What follows belongs to an exercise in optimizing a design on an open flow for small area, a short achievable clock period and few clock cycles per item; a production flow would make more cautious choices. RTL that was checked went through simulation tests only; none was proved equivalent to the original. Power figures rest on the tool's default switching activity, not on a simulated workload.

==> flow/design.v (excerpt) <==
module float_to_pcm24_output_conditioner_top (
   input  logic                clock,
   input  logic                reset,
   input  logic                req_valid,
   output logic                req_stall,
   input  logic [31:0]         req_left_sample_bits,
   input  logic [31:0]         req_right_sample_bits,
   output logic                rsp_valid,
   input  logic                rsp_stall,
   output logic signed [23:0]  rsp_left_word,
   output logic signed [23:0]  rsp_right_word,
   output logic [15:0]         rsp_peak_x1000,
   output logic [15:0]         rsp_nan_total,
   input  logic                csr_wr_en,
   input  logic [16:0]         csr_wr_data
);
For scale: ~42000 um2 of cells after synthesis.
export LEC_CHECK = 0
export ABC_AREA = 1
export CAP_MARGIN = 20
export CELL_PAD_IN_SITES_DETAIL_PLACEMENT = 1
export CELL_PAD_IN_SITES_GLOBAL_PLACEMENT = 2
export CORE_MARGIN = 2
export CORE_UTILIZATION = 40
export CTS_BUF_LIST = sky130_fd_sc_hd__clkbuf_4 sky130_fd_sc_hd__clkbuf_8
export SETUP_SLACK_MARGIN = 5
export SLEW_MARGIN = 20
export SYNTH_HIERARCHICAL = 1
export SYNTH_MINIMUM_KEEP_SIZE = 0
create_clock -name core_clock -period 10.0 [get_ports {clock}]
standard.sh (not shown) runs the stock make flow with config.mk's settings and CLKGATE_MAP_FILE= SYNTH_SCRIPT=/design/flow/synth_recipe.tcl, a recipe that flattens the netlist after the stock synthesis.
==> flow/flow/run.sh <==
#!/bin/bash
# The standard layout (the standard.sh, all steps), with the port buffers
# that global placement inserts made of the smallest plain buffer instead of
# the flow's default choice; repair may still resize them. Each tool's output
# goes to standard.log here; ORFS's own per-step logs stay under orfs/logs.
set -euo pipefail
export BUFFER_PORTS_ARGS="-buffer_cell sky130_fd_sc_hd__buf_1"
bash standard.sh > standard.log 2>&1
The starting point produced a layout that fails on slew limit.
Change:
--- a/flow/design.v
+++ b/flow/design.v
@@ -9,23 +9,26 @@
 endpackage
 `timescale 1ns / 1ps
 module fpc_mul (
    input  logic [23:0] m,
    input  logic [16:0] v,
    input  logic [17:0] v3,
    output logic [39:0] q
 );
    logic [11:0] s1, s2, s3;
    genvar gi;
-   for (gi = 0; gi < 12; gi++) begin : g_sel
+   for (gi = 0; gi < 11; gi++) begin : g_sel
       fpc_sel u_sel (.d(m[2*gi +: 2]), .s1(s1[gi]), .s2(s2[gi]), .s3(s3[gi]));
    end
+   assign s1[11] = 1'b0;
+   assign s2[11] = ~m[22];
+   assign s3[11] =  m[22];
    logic pp_0_0, pp_0_1, pp_0_2, pp_0_3, pp_0_4, pp_0_5, pp_0_6, pp_0_7;
    logic pp_0_8, pp_0_9, pp_0_10, pp_0_11, pp_0_12, pp_0_13, pp_0_14, pp_0_15;
    logic pp_0_16, pp_0_17, pp_1_0, pp_1_1, pp_1_2, pp_1_3, pp_1_4, pp_1_5;
    logic pp_1_6, pp_1_7, pp_1_8, pp_1_9, pp_1_10, pp_1_11, pp_1_12, pp_1_13;
    logic pp_1_14, pp_1_15, pp_1_16, pp_1_17, pp_2_0, pp_2_1, pp_2_2, pp_2_3;
    logic pp_2_4, pp_2_5, pp_2_6, pp_2_7, pp_2_8, pp_2_9, pp_2_10, pp_2_11;
    logic pp_2_12, pp_2_13, pp_2_14, pp_2_15, pp_2_16, pp_2_17, pp_3_0, pp_3_1;
    logic pp_3_2, pp_3_3, pp_3_4, pp_3_5, pp_3_6, pp_3_7, pp_3_8, pp_3_9;
    logic pp_3_10, pp_3_11, pp_3_12, pp_3_13, pp_3_14, pp_3_15, pp_3_16, pp_3_17;
    logic pp_4_0, pp_4_1, pp_4_2, pp_4_3, pp_4_4, pp_4_5, pp_4_6, pp_4_7;
What happened: The new run produced a clean layout. Sequential power fell slightly. Via count rose by a few percent. First-iteration DRC count rose by about a fifth. Routed wire length rose by a few percent. Final area rose slightly. Worst hold slack got worse by 0.038 ns. Critical path depth rose by 4. Maximum frequency hardly moves. Sequential cell count does not change. Power rose by a few percent. Core utilization rose by 0.82 points. Non-clock buffer count rose by 81. Global-route usage rose by 1.0 points. Sequential share of layout area fell by 0.12 points.
Testbench counts after the change, summed over its fixed seeds: cycles 4,824, items 4,800.
The RTL of the first run of this note was laid out without a check of its function.

## re-timing with driven ports
Ports are ideal in the flow. The routed layouts listed here were re-timed in OpenROAD. Step 1, drivers: a clkbuf_16 drives clock and a buf_2 each remaining input, both assumed. Step 2 adds t to the input delays and takes it off the output delays; t is the mean of the earliest and latest rising clock arrival at the registers after step 1. Input paths then give back, and output paths get back, about the clock's delay inside the block. Three values: ideal ports, drivers, drivers and shift; two values: the first two.
| run | shift t [ns] | setup WS [ns] | hold slack, ns | slew at the worst register clock pin (ns) | worst slew at a driven data input, ns |
|---|---|---|---|---|---|
| the first run | 0.752 | 5.066 / 5.066 / 5.066 | 0.419 / 0.419 / 0.419 | 0.07 / 0.07 | 0.08 |
| the second run | 0.778 | 5.068 / 5.068 / 5.068 | 0.381 / 0.381 / 0.381 | 0.07 / 0.07 | 0.11 |
